This design comes from an exercise in tuning for a short achievable clock period and few clock cycles on the open sky130 flow, not from production work.
Function was checked by simulation only, so behaviour that the tests miss may differ from the original.
No activity file was given, so power comes from the tool's default toggle rates.

--- design/flow/run.sh ---
#!/bin/bash
# synth_recipe.tcl (not shown) runs the flow's synth.tcl, then flattens the netlist and writes it again
# the make line also repeats each setting of config.mk as NAME=value (left out here)
make -C /OpenROAD-flow-scripts/flow DESIGN_CONFIG=/design/flow/config.mk WORK_HOME=/design/flow/orfs CLKGATE_MAP_FILE= SYNTH_SCRIPT=/design/flow/synth_recipe.tcl finish
--- design/flow/config.mk ---
export PLATFORM = sky130hd
export DESIGN_NAME = rv32i_core
export DESIGN_NICKNAME = rv32i_core
export VERILOG_FILES = /design/flow/design.v
export SDC_FILE = /design/flow/constraint.sdc
export NUM_CORES = 4
export LEC_CHECK = 0
export ABC_CLOCK_PERIOD_IN_PS = 3000
export CAP_MARGIN = 20
export CORE_MARGIN = 2
export CORE_UTILIZATION = 40
export SETUP_SLACK_MARGIN = 5
export SLEW_MARGIN = 20
--- design/flow/constraint.sdc ---
create_clock -name core_clock -period 10.0 [get_ports {i_clk}]
set_input_delay 2.0000 -clock core_clock [delete_from_list [all_inputs] [get_ports {i_clk}]]
set_output_delay 2.0000 -clock core_clock [all_outputs]
set_load 0.01 [all_outputs]
--- design/flow/design.v ---
`timescale 1ns/100ps
package rv32i_pkg;
    localparam int REG_COUNT  = 32;
    localparam int DMEM_WORDS = 64;
    localparam int DMEM_AW    = $clog2(64);
    typedef logic [32-1:0] word_t;
    typedef logic [4:0]          reg_addr_t;
    typedef struct packed {
        logic reg_write;    
        logic load;         
        logic store;        
        logic branch;       
        logic branch_ne;    
        logic a_pc;         
        logic a_zero;       
        logic b_imm;        
        logic use_rs1;      
        logic use_rs2;      
        logic sub;          
        logic sra;          
        logic r_add;
        logic r_slt;
        logic r_sltu;
        logic r_xor;
        logic r_or;
        logic r_and;
        logic r_sll;
        logic r_sr;
    } ctrl_t;
endpackage
`timescale 1ns/100ps
module rv32i_decoder (
    input  rv32i_pkg::word_t     i_instr,
    output rv32i_pkg::ctrl_t     o_ctrl,
    output rv32i_pkg::word_t     o_imm,
    output rv32i_pkg::reg_addr_t o_rs1,
    output rv32i_pkg::reg_addr_t o_rs2,
    output rv32i_pkg::reg_addr_t o_rd
);
    localparam logic [6:0] OPC_OP     = 7'b0110011;
    localparam logic [6:0] OPC_OP_IMM = 7'b0010011;
    localparam logic [6:0] OPC_LUI    = 7'b0110111;
    localparam logic [6:0] OPC_LOAD   = 7'b0000011;
    localparam logic [6:0] OPC_STORE  = 7'b0100011;
    localparam logic [6:0] OPC_BRANCH = 7'b1100011;
    localparam logic [6:0] OPC_JAL    = 7'b1101111;
    logic [6:0] opcode;
    logic [2:0] funct3;
    logic       is_op, is_opi, is_alu;
    assign opcode = i_instr[6:0];
    assign funct3 = i_instr[14:12];
    assign o_rd   = i_instr[11:7];
    assign o_rs1  = i_instr[19:15];
    assign o_rs2  = i_instr[24:20];
    assign is_op  = opcode == OPC_OP;
    assign is_opi = opcode == OPC_OP_IMM;
    assign is_alu = is_op || is_opi;
    always_comb begin
        o_ctrl = '0;
        o_imm  = '0;
        case (opcode)
            OPC_OP: begin
                o_ctrl.reg_write = 1'b1;
                o_ctrl.use_rs1   = 1'b1;
                o_ctrl.use_rs2   = 1'b1;
            end
            OPC_OP_IMM: begin
                o_ctrl.reg_write = 1'b1;
                o_ctrl.use_rs1   = 1'b1;
                o_ctrl.b_imm     = 1'b1;
                o_imm            = {{20{i_instr[31]}}, i_instr[31:20]};
            end
            OPC_LUI: begin
                o_ctrl.reg_write = 1'b1;
                o_ctrl.a_zero    = 1'b1;
                o_ctrl.b_imm     = 1'b1;
                o_ctrl.r_add     = 1'b1;
                o_imm            = {i_instr[31:12], 12'b0};
            end
            OPC_LOAD: if (funct3 == 3'b010) begin
                o_ctrl.reg_write = 1'b1;
                o_ctrl.load      = 1'b1;
                o_ctrl.use_rs1   = 1'b1;
                o_ctrl.b_imm     = 1'b1;
                o_ctrl.r_add     = 1'b1;
                o_imm            = {{20{i_instr[31]}}, i_instr[31:20]};
            end
            OPC_STORE: if (funct3 == 3'b010) begin
                o_ctrl.store     = 1'b1;
                o_ctrl.use_rs1   = 1'b1;
                o_ctrl.use_rs2   = 1'b1;
                o_ctrl.b_imm     = 1'b1;
                o_ctrl.r_add     = 1'b1;
                o_imm            = {{20{i_instr[31]}}, i_instr[31:25], i_instr[11:7]};
            end
            OPC_BRANCH: if (funct3[2:1] == 2'b00) begin
                o_ctrl.branch    = 1'b1;
                o_ctrl.branch_ne = funct3[0];
                o_ctrl.use_rs1   = 1'b1;
                o_ctrl.use_rs2   = 1'b1;
            end
            OPC_JAL: begin
                o_ctrl.reg_write = 1'b1;
                o_ctrl.a_pc      = 1'b1;
                o_ctrl.b_imm     = 1'b1;
                o_ctrl.r_add     = 1'b1;
                o_imm            = 32'd4;
            end
            default: ;
        endcase
        if (is_alu) begin
            o_ctrl.sub    = (is_op && funct3 == 3'b000 && i_instr[30]) ||
                            funct3 == 3'b010 || funct3 == 3'b011;
            o_ctrl.sra    = i_instr[30];
            o_ctrl.r_add  = funct3 == 3'b000;
            o_ctrl.r_sll  = funct3 == 3'b001;
            o_ctrl.r_slt  = funct3 == 3'b010;
            o_ctrl.r_sltu = funct3 == 3'b011;
            o_ctrl.r_xor  = funct3 == 3'b100;
            o_ctrl.r_sr   = funct3 == 3'b101;
            o_ctrl.r_or   = funct3 == 3'b110;
            o_ctrl.r_and  = funct3 == 3'b111;
        end
        if (o_rd == '0) begin
            o_ctrl.reg_write = 1'b0;
        end
    end
endmodule
`timescale 1ns/100ps
module rv32i_regfile (
    input  logic                 i_clk,
    input  logic                 i_reset,
    input  logic                 i_we,
    input  rv32i_pkg::reg_addr_t i_waddr,
    input  rv32i_pkg::word_t     i_wdata,
    input  rv32i_pkg::reg_addr_t i_raddr1,
    input  rv32i_pkg::reg_addr_t i_raddr2,
    output rv32i_pkg::word_t     o_rdata1,
    output rv32i_pkg::word_t     o_rdata2
);
    rv32i_pkg::word_t regs [rv32i_pkg::REG_COUNT];
    always_ff @(posedge i_clk) begin
        if (i_reset) begin
            for (int i = 0; i < rv32i_pkg::REG_COUNT; i++) begin
                regs[i] <= '0;
            end
        end else if (i_we && i_waddr != '0) begin
            regs[i_waddr] <= i_wdata;
        end
    end
    assign o_rdata1 = (i_raddr1 == '0) ? '0 : regs[i_raddr1];
    assign o_rdata2 = (i_raddr2 == '0) ? '0 : regs[i_raddr2];
endmodule
`timescale 1ns/100ps
module rv32i_hazard_unit (
    input  logic                 i_id_valid,
    input  rv32i_pkg::ctrl_t     i_id_ctrl,
    input  rv32i_pkg::reg_addr_t i_id_rs1,
    input  rv32i_pkg::reg_addr_t i_id_rs2,
    input  rv32i_pkg::ctrl_t     i_ex_ctrl,    
    input  rv32i_pkg::reg_addr_t i_ex_rd,
    output logic                 o_stall,
    output logic                 o_fwd_a,
    output logic                 o_fwd_b,
    output logic                 o_fwd_s
);
    logic hit1, hit2;
    assign hit1 = i_ex_ctrl.reg_write && i_ex_rd == i_id_rs1 && i_id_ctrl.use_rs1;
    assign hit2 = i_ex_ctrl.reg_write && i_ex_rd == i_id_rs2 && i_id_ctrl.use_rs2;
    assign o_stall = i_id_valid && i_ex_ctrl.load && (hit1 || hit2);
    assign o_fwd_a = hit1;
    assign o_fwd_b = hit2 && !i_id_ctrl.b_imm;
    assign o_fwd_s = hit2;
endmodule
`timescale 1ns/100ps
module rv32i_execute (
    input  rv32i_pkg::ctrl_t  i_ctrl,
    input  rv32i_pkg::word_t  i_a,         
    input  rv32i_pkg::word_t  i_b,         
    input  rv32i_pkg::word_t  i_s,         
    input  logic              i_fwd_a,
    input  logic              i_fwd_b,
    input  logic              i_fwd_s,
    input  rv32i_pkg::word_t  i_mem_fwd,   
    output rv32i_pkg::word_t  o_result,
    output rv32i_pkg::word_t  o_store_data,
    output logic              o_equal
);
    rv32i_pkg::word_t a, b, s, b_add, sum;
    logic             carry;
    logic             lt, ltu;
    rv32i_pkg::word_t sll, sr;
    assign a = i_fwd_a ? i_mem_fwd : i_a;
    assign b = i_fwd_b ? i_mem_fwd : i_b;
    assign s = i_fwd_s ? i_mem_fwd : i_s;
    assign b_add        = i_ctrl.sub ? ~b : b;
    assign {carry, sum} = {1'b0, a} + {1'b0, b_add} + {32'd0, i_ctrl.sub};
    assign ltu = ~carry;
    assign lt  = (a[31] ^ b[31]) ? a[31] : sum[31];
    assign sll = a << b[4:0];
    assign sr  = rv32i_pkg::word_t'($signed({i_ctrl.sra & a[31], a}) >>> b[4:0]);
    assign o_result = ({32{i_ctrl.r_add}}  & sum)
                    | ({32{i_ctrl.r_slt}}  & {31'd0, lt})
                    | ({32{i_ctrl.r_sltu}} & {31'd0, ltu})
                    | ({32{i_ctrl.r_xor}}  & (a ^ b))
                    | ({32{i_ctrl.r_or}}   & (a | b))
                    | ({32{i_ctrl.r_and}}  & (a & b))
                    | ({32{i_ctrl.r_sll}}  & sll)
                    | ({32{i_ctrl.r_sr}}   & sr);
    assign o_store_data = s;
    assign o_equal      = a == s;
endmodule
`timescale 1ns/100ps
module rv32i_data_mem (
    input  logic  i_clk,
    input  logic  i_we,
    input  rv32i_pkg::word_t i_addr,
    input  rv32i_pkg::word_t i_wdata,
    output rv32i_pkg::word_t o_rdata
);
    rv32i_pkg::word_t                  mem [rv32i_pkg::DMEM_WORDS];
    logic [rv32i_pkg::DMEM_AW-1:0]     word_idx;
    assign word_idx = i_addr[rv32i_pkg::DMEM_AW+1:2];
    always_ff @(posedge i_clk) begin
        if (i_we) begin
            mem[word_idx] <= i_wdata;
        end
    end
    assign o_rdata = mem[word_idx];
endmodule
`timescale 1ns/100ps
module rv32i_core (
    input  logic                 i_clk,
    input  logic                 i_reset,
    output rv32i_pkg::word_t     o_imem_addr,
    input  rv32i_pkg::word_t     i_imem_data,
    output logic                 o_wb_valid,
    output rv32i_pkg::reg_addr_t o_wb_rd,
    output rv32i_pkg::word_t     o_wb_data
);
    logic [11:1]          f_lo_q;
    rv32i_pkg::word_t     f_base_q;
    rv32i_pkg::word_t     f_step_q;
    logic                 d_valid_q;
    rv32i_pkg::word_t     d_instr_q;
    rv32i_pkg::word_t     d_pc_q;
    rv32i_pkg::ctrl_t     x_ctrl_q;
    rv32i_pkg::word_t     x_a_q;
    rv32i_pkg::word_t     x_b_q;
    rv32i_pkg::word_t     x_s_q;
    logic                 x_fwd_a_q;
    logic                 x_fwd_b_q;
    logic                 x_fwd_s_q;
    rv32i_pkg::reg_addr_t x_rd_q;
    rv32i_pkg::word_t     x_alt_q;
    rv32i_pkg::word_t     m_result_q;
    rv32i_pkg::word_t     m_sdata_q;
    rv32i_pkg::reg_addr_t m_rd_q;
    logic                 m_we_q;
    logic                 m_load_q;
    logic                 m_store_q;
    logic                 w_valid_q;
    rv32i_pkg::reg_addr_t w_rd_q;
    rv32i_pkg::word_t     w_data_q;
    logic             f_jal, f_bne;
    rv32i_pkg::word_t f_jimm, f_bimm, f_step;
    rv32i_pkg::word_t f_pc;
    logic             stall;
    logic             redirect;
    assign o_imem_addr = {f_base_q[31:12], f_lo_q, 1'b0};
    assign f_jal  = i_imem_data[6:0] == 7'b1101111;
    assign f_bne  = i_imem_data[6:0] == 7'b1100011 && i_imem_data[14:12] == 3'b001;
    assign f_jimm = {{12{i_imem_data[31]}}, i_imem_data[19:12], i_imem_data[20],
                     i_imem_data[30:21], 1'b0};
    assign f_bimm = {{20{i_imem_data[31]}}, i_imem_data[7], i_imem_data[30:25],
                     i_imem_data[11:8], 1'b0};
    assign f_step = f_jal ? f_jimm : f_bne ? f_bimm : 32'd4;
    assign f_pc = f_base_q + f_step_q;
    always_ff @(posedge i_clk) begin
        if (i_reset) begin
            f_lo_q   <= '0;
            f_base_q <= 32'h0000_0000;
            f_step_q <= '0;
        end else if (redirect) begin
            f_lo_q   <= x_alt_q[11:1];
            f_base_q <= x_alt_q;
            f_step_q <= '0;
        end else if (!stall) begin
            f_lo_q   <= f_lo_q + f_step[11:1];
            f_base_q <= f_pc;
            f_step_q <= f_step;
        end
    end
    always_ff @(posedge i_clk) begin
        if (i_reset || redirect) begin
            d_valid_q <= 1'b0;
        end else if (!stall) begin
            d_valid_q <= 1'b1;
        end
    end
    always_ff @(posedge i_clk) begin
        if (!stall) begin
            d_instr_q <= i_imem_data;
            d_pc_q    <= f_pc;
        end
    end
    rv32i_pkg::ctrl_t     d_ctrl;
    rv32i_pkg::word_t     d_imm;
    rv32i_pkg::reg_addr_t d_rs1, d_rs2, d_rd;
    rv32i_pkg::word_t     rf_rdata1, rf_rdata2;
    rv32i_pkg::word_t     d_rs1_val, d_rs2_val;
    rv32i_pkg::word_t     d_bimm;
    logic                 fwd_a, fwd_b, fwd_s;
    rv32i_pkg::word_t     m_value;
    rv32i_decoder u_decoder (
        .i_instr (d_instr_q),
        .o_ctrl  (d_ctrl),
        .o_imm   (d_imm),
        .o_rs1   (d_rs1),
        .o_rs2   (d_rs2),
        .o_rd    (d_rd)
    );
    rv32i_regfile u_regfile (
        .i_clk    (i_clk),
        .i_reset  (i_reset),
        .i_we     (w_valid_q),
        .i_waddr  (w_rd_q),
        .i_wdata  (w_data_q),
        .i_raddr1 (d_rs1),
        .i_raddr2 (d_rs2),
        .o_rdata1 (rf_rdata1),
        .o_rdata2 (rf_rdata2)
    );
    always_comb begin
        if (m_we_q && m_rd_q == d_rs1) begin
            d_rs1_val = m_value;
        end else if (w_valid_q && w_rd_q == d_rs1) begin
            d_rs1_val = w_data_q;
        end else begin
            d_rs1_val = rf_rdata1;
        end
        if (m_we_q && m_rd_q == d_rs2) begin
            d_rs2_val = m_value;
        end else if (w_valid_q && w_rd_q == d_rs2) begin
            d_rs2_val = w_data_q;
        end else begin
            d_rs2_val = rf_rdata2;
        end
    end
    rv32i_hazard_unit u_hazard (
        .i_id_valid (d_valid_q),
        .i_id_ctrl  (d_ctrl),
        .i_id_rs1   (d_rs1),
        .i_id_rs2   (d_rs2),
        .i_ex_ctrl  (x_ctrl_q),
        .i_ex_rd    (x_rd_q),
        .o_stall    (stall),
        .o_fwd_a    (fwd_a),
        .o_fwd_b    (fwd_b),
        .o_fwd_s    (fwd_s)
    );
    assign d_bimm = {{20{d_instr_q[31]}}, d_instr_q[7], d_instr_q[30:25], d_instr_q[11:8], 1'b0};
    always_ff @(posedge i_clk) begin
        if (i_reset || redirect || stall || !d_valid_q) begin
            x_ctrl_q <= '0;
        end else begin
            x_ctrl_q <= d_ctrl;
        end
    end
    always_ff @(posedge i_clk) begin
        x_a_q     <= d_ctrl.a_pc ? d_pc_q : d_ctrl.a_zero ? '0 : d_rs1_val;
        x_b_q     <= d_ctrl.b_imm ? d_imm : d_rs2_val;
        x_s_q     <= d_rs2_val;
        x_fwd_a_q <= fwd_a;
        x_fwd_b_q <= fwd_b;
        x_fwd_s_q <= fwd_s;
        x_rd_q    <= d_rd;
        x_alt_q   <= d_ctrl.branch_ne ? d_pc_q + 32'd4 : d_pc_q + d_bimm;
    end
    rv32i_pkg::word_t x_result, x_sdata;
    logic             x_equal;
    rv32i_execute u_execute (
        .i_ctrl       (x_ctrl_q),
        .i_a          (x_a_q),
        .i_b          (x_b_q),
        .i_s          (x_s_q),
        .i_fwd_a      (x_fwd_a_q),
        .i_fwd_b      (x_fwd_b_q),
        .i_fwd_s      (x_fwd_s_q),
        .i_mem_fwd    (m_result_q),
        .o_result     (x_result),
        .o_store_data (x_sdata),
        .o_equal      (x_equal)
    );
    assign redirect = x_ctrl_q.branch && x_equal;
    always_ff @(posedge i_clk) begin
        if (i_reset) begin
            m_we_q    <= 1'b0;
            m_load_q  <= 1'b0;
            m_store_q <= 1'b0;
        end else begin
            m_we_q    <= x_ctrl_q.reg_write;
            m_load_q  <= x_ctrl_q.load;
            m_store_q <= x_ctrl_q.store;
        end
    end
    always_ff @(posedge i_clk) begin
        m_result_q <= x_result;
        m_sdata_q  <= x_sdata;
        m_rd_q     <= x_rd_q;
    end
    rv32i_pkg::word_t dmem_rdata;
    rv32i_data_mem u_data_mem (
        .i_clk   (i_clk),
        .i_we    (m_store_q),
        .i_addr  (m_result_q),
        .i_wdata (m_sdata_q),
        .o_rdata (dmem_rdata)
    );
    assign m_value = m_load_q ? dmem_rdata : m_result_q;
    always_ff @(posedge i_clk) begin
        if (i_reset) begin
            w_valid_q <= 1'b0;
        end else begin
            w_valid_q <= m_we_q;
        end
    end
    always_ff @(posedge i_clk) begin
        w_rd_q   <= m_rd_q;
        w_data_q <= m_value;
    end
    assign o_wb_valid = w_valid_q;
    assign o_wb_rd    = w_rd_q;
    assign o_wb_data  = w_data_q;
endmodule
==> reports/metrics.cfg <==
[run_status]
status=finished clean

[global_routing]
gr-total-overflow=0
top_usage_layer=met2
grt_use_met1_pct=38.65
grt_pass1_wl_um=762900
use_met2_pct=41.52
met3_usage_pct=6.072
grt_usage_pct=27.45
grt_max_degree=113
antenna_found_initial=39
grt_pass1_vias=96470

[clocking]
clock-root-buffer=clkbuf_16
clkTransAtPathRegs_ps=80
clkSinkCount=3470
cts_tree=built
htreeDepth=5
cts_buffers=361
hold_buffers=0
clk_path_buf_depth=4
clock_latency_ps=1010

[timing]
final.setup_skew_ps=121.9
setup_viol=0
fmax_ghz=0.1967
slew_viol_final=0
finalCriticalPeriod_ps=5083
rsz0062_at_grt=no
fin_crit_sh_pct=50.83
tightest_slew_ps=1224
relSlewSlack_pct=17.84
fin_tns_setup_ps=0
final-hold-violation-count=0

[power]
leakage_nw=58.40
p_per_area_mw_per_mm2=188.8
power_w=0.03294
vdd_drop_max_mv=0.1687

[worst_setup_path]
r2r-end=x_b_q[17]
critPathKind=reg -> reg
required_ps=10840
reg2reg_slack_ps=4920
r2r_start=m_result_q[2]
critical_path_arrival_ps=5930
worst_setup_path_end_kind=flop
crit_path_max_fanout=37
startpoint_type=flop
rr_worst_depth=11
crit_path_start=m_result_q[2]

[logic_synthesis]
synth_area_leaders=edfxtp_1 61%, mux4_2 9.5%, dfxtp_1 4.3%, and2_1 4.1%, a22oi_1 2.4%
yosysSeqAreaShare_pct=65.31
ys_warn_count=4
synth_top_area_cell=edfxtp_1
synth_ff_type=edfxtp_1
postSynthCellCount=10250
synth_area_per_cell_um2=15.07
yosysUniqueCellTypes=92
synth_edf_count=3136
synth.top_cell.area_share_pct=60.98
syn-cell-area_mm2=0.1544
synth_seq_cells=3470
synthArstFlopShare_pct=0

[routing]
vias_per_cell=6.439
first_pass_iters=6
post_drt_wl_per_cell_um=35.32
drcViolationCount=0
vias=100745
drt_iter0_drc=16651
routed_wl_um=552500
postRouteAntennaNets=0

[placement]
portBuffers=102
dp_hpwl_um=322600
place.gp.congestion=0.9433

[floorplanning]
fp.dieArea_mm2=0.3911
core_area_mm2=0.3851
std_cell_rows=228
boundaryPins=104
start_util_pct=40.10
fp.dieH_um=625.4
die_w_um=625.4

[min_path]
holdCritStartpoint=d_pc_q[0]
holdPathStages=0
hold_end=x_alt_q[0]
hold_path_class=reg -> reg

[finish]
drive_gt1_share_pct=18.51
nNetsFinal=10486
syn_to_final_growth_pct=12.98
num-fill-cells=33298
post-route-util_pct=45.31

[job]
cap_violations=0

-- worst max path at each step --
stage / end / slack (ps)
finish: x_b_q[17] / 4920
floorplan: u_regfile.regs[15][0] / 4420
global placement: f_lo_q[11] / 3640
detailed placement: f_lo_q[11] / 3740
global route: f_lo_q[11] / 4980
CTS: x_b_q[17] / 4930
-- logic make-up (layout without fill, tap and decap cells) --
group | Yosys count | after routing | synth area share [%]
adders and majority gates | 171 | 171 | 1.405
other | 1 | 39 | 0.002428
buffers and inverters | 970 | 1266 | 2.584
muxes | 941 | 941 | 11.50
xor gates and xnor gates | 208 | 208 | 1.180
and+or+nand+nor | 2252 | 2253 | 7.677
DFF | 3470 | 3470 | 65.31
AOI/OAI and AO/OA | 2237 | 2237 | 10.34
-- registers in the layout (all words and copies together) (netlist names), 5 cells and up, named ones only --
name,flops
x_ctrl_q,14
x_rd_q,5
u_regfile.regs,1024
x_a_q,32
m_rd_q,5
u_data_mem.mem,2048
x_alt_q,32
w_rd_q,5
f_lo_q,11
w_data_q,32
d_instr_q,32
m_sdata_q,32
m_result_q,32
d_pc_q,32
f_step_q,20
x_b_q,32
f_base_q,32
x_s_q,32
-- power breakdown --
group          switching [W]  internal, W
Combinational        0.00193     0.000957
Sequential          0.000317       0.0163
Clock                0.00583      0.00757
Total                0.00808       0.0249
-- stage by stage --
stage / std cells / cell area (um^2) / setup slack (ps) / hold WS (ps)
6_report: 15645 / 174500 / 4917 / 377.3
5_1_grt: 15641 / 174500 / 4982 / 381.3
4_1_cts: 15631 / 174300 / 4932 / 379.0
3_5_place_dp: 14968 / 162600 / 3737 / 362.4
3_3_place_gp: 14965 / 162500 / 3640 / 363.6
2_1_floorplan: 10282 / 154600 / 4418 / 347.9
-- metal layers --
metal  vias up  routed length, um  part of all wire (%)
li1      40543                  -                     -
met1     52308             217400                    39
met2      6775             246200                    45
met3      1109              65530                    12
met4        10              23100                   4.2
met5         -                278                 0.050
-- synth_stat cells (53+ instances only) --
master and count:
mux2_2 132, a31oi_1 211, buf_1 107, dfxtp_1 334, a21oi_1 360, ha_1 167
a22o_1 204, a21o_1 53, nor2_1 446, clkbuf_1 535, a22oi_1 491, nand2_1 441
a221oi_1 255, xor2_1 82, nand3_1 73, buf_2 159, mux4_2 652, xnor2_1 126
inv_1 126, and2_1 1010, edfxtp_1 3136, o21ai_0 279, mux2i_1 154
-- repair_timing --
action                                  in CTS  in global routing
setup buffers                                2                  5
gates resized for setup                     15                 24
pin swaps                                    1                  3
cloned                                       0                  1
endpoints found under the setup margin      64                 42
-- critical path, cell delays in order (launching register included) --
cell and delay (ps):
dfxtp_4 690, buf_6 400, and3b_4 470, buf_4 420, a22o_1 270, a221oi_1 200
a31oi_1 110, a31oi_1 580, a21oi_1 420, o41ai_2 740, a21oi_1 250, o21ba_2 280
-- layout by cell type, fill, tap and decap left out, types with 279 or more instances in the layout --
cell type	netlist	final
edfxtp_1	3136	3136
mux4_2	652	652
nor2_1	446	347
clkbuf_16	0	367
dfxtp_1	334	279
buf_4	26	341
and2_1	1010	1010
a21oi_1	360	356
nand2_1	441	439
a22oi_1	491	490
-- cell type report --
cell class / instances / area [um^2] / share of cell area [%]
Timing Repair Buffer: 469 / 4046 / 2.319
Clock inverter: 205 / 1921 / 1.101
Multi-Input combinational cell: 5843 / 51040 / 29.25
Clock buffer: 456 / 9648 / 5.530
Tap cell: 5060 / 6331 / 3.629
Antenna cell: 6 / 15.01 / 0.008605
Inverter: 136 / 514.2 / 0.2947
Sequential cell: 3470 / 101000 / 57.87
Testbench counts, summed over its fixed seeds: cycles 55,856.

==> re-timing with driven ports <==
The flow's constraints put no driver on any port. The routed layout listed below was extracted and timed again, unchanged, in two steps.
Step 1 sets driving cells, clkbuf_16 on the clock port and buf_2 on the other inputs (assumed; they add their load-dependent delay and slew).
Step 2 adds t to the input delays and takes it off the output delays; t is the mean of the earliest and latest rising clock arrival at the registers after step 1. Input paths then give back, and output paths get back, about the clock's delay inside the block.
Three values: ideal, step 1, step 2; two values: the first two.
shift t [ns]: 1.054
setup slack, ns: 4.917 / 4.917 / 4.259
cell pins on the clock port's net: 1
After both steps this run still meets setup and hold. For this run, drivers alone change the setup slack by 0.000 ns; drivers and shift together by -0.658 ns.
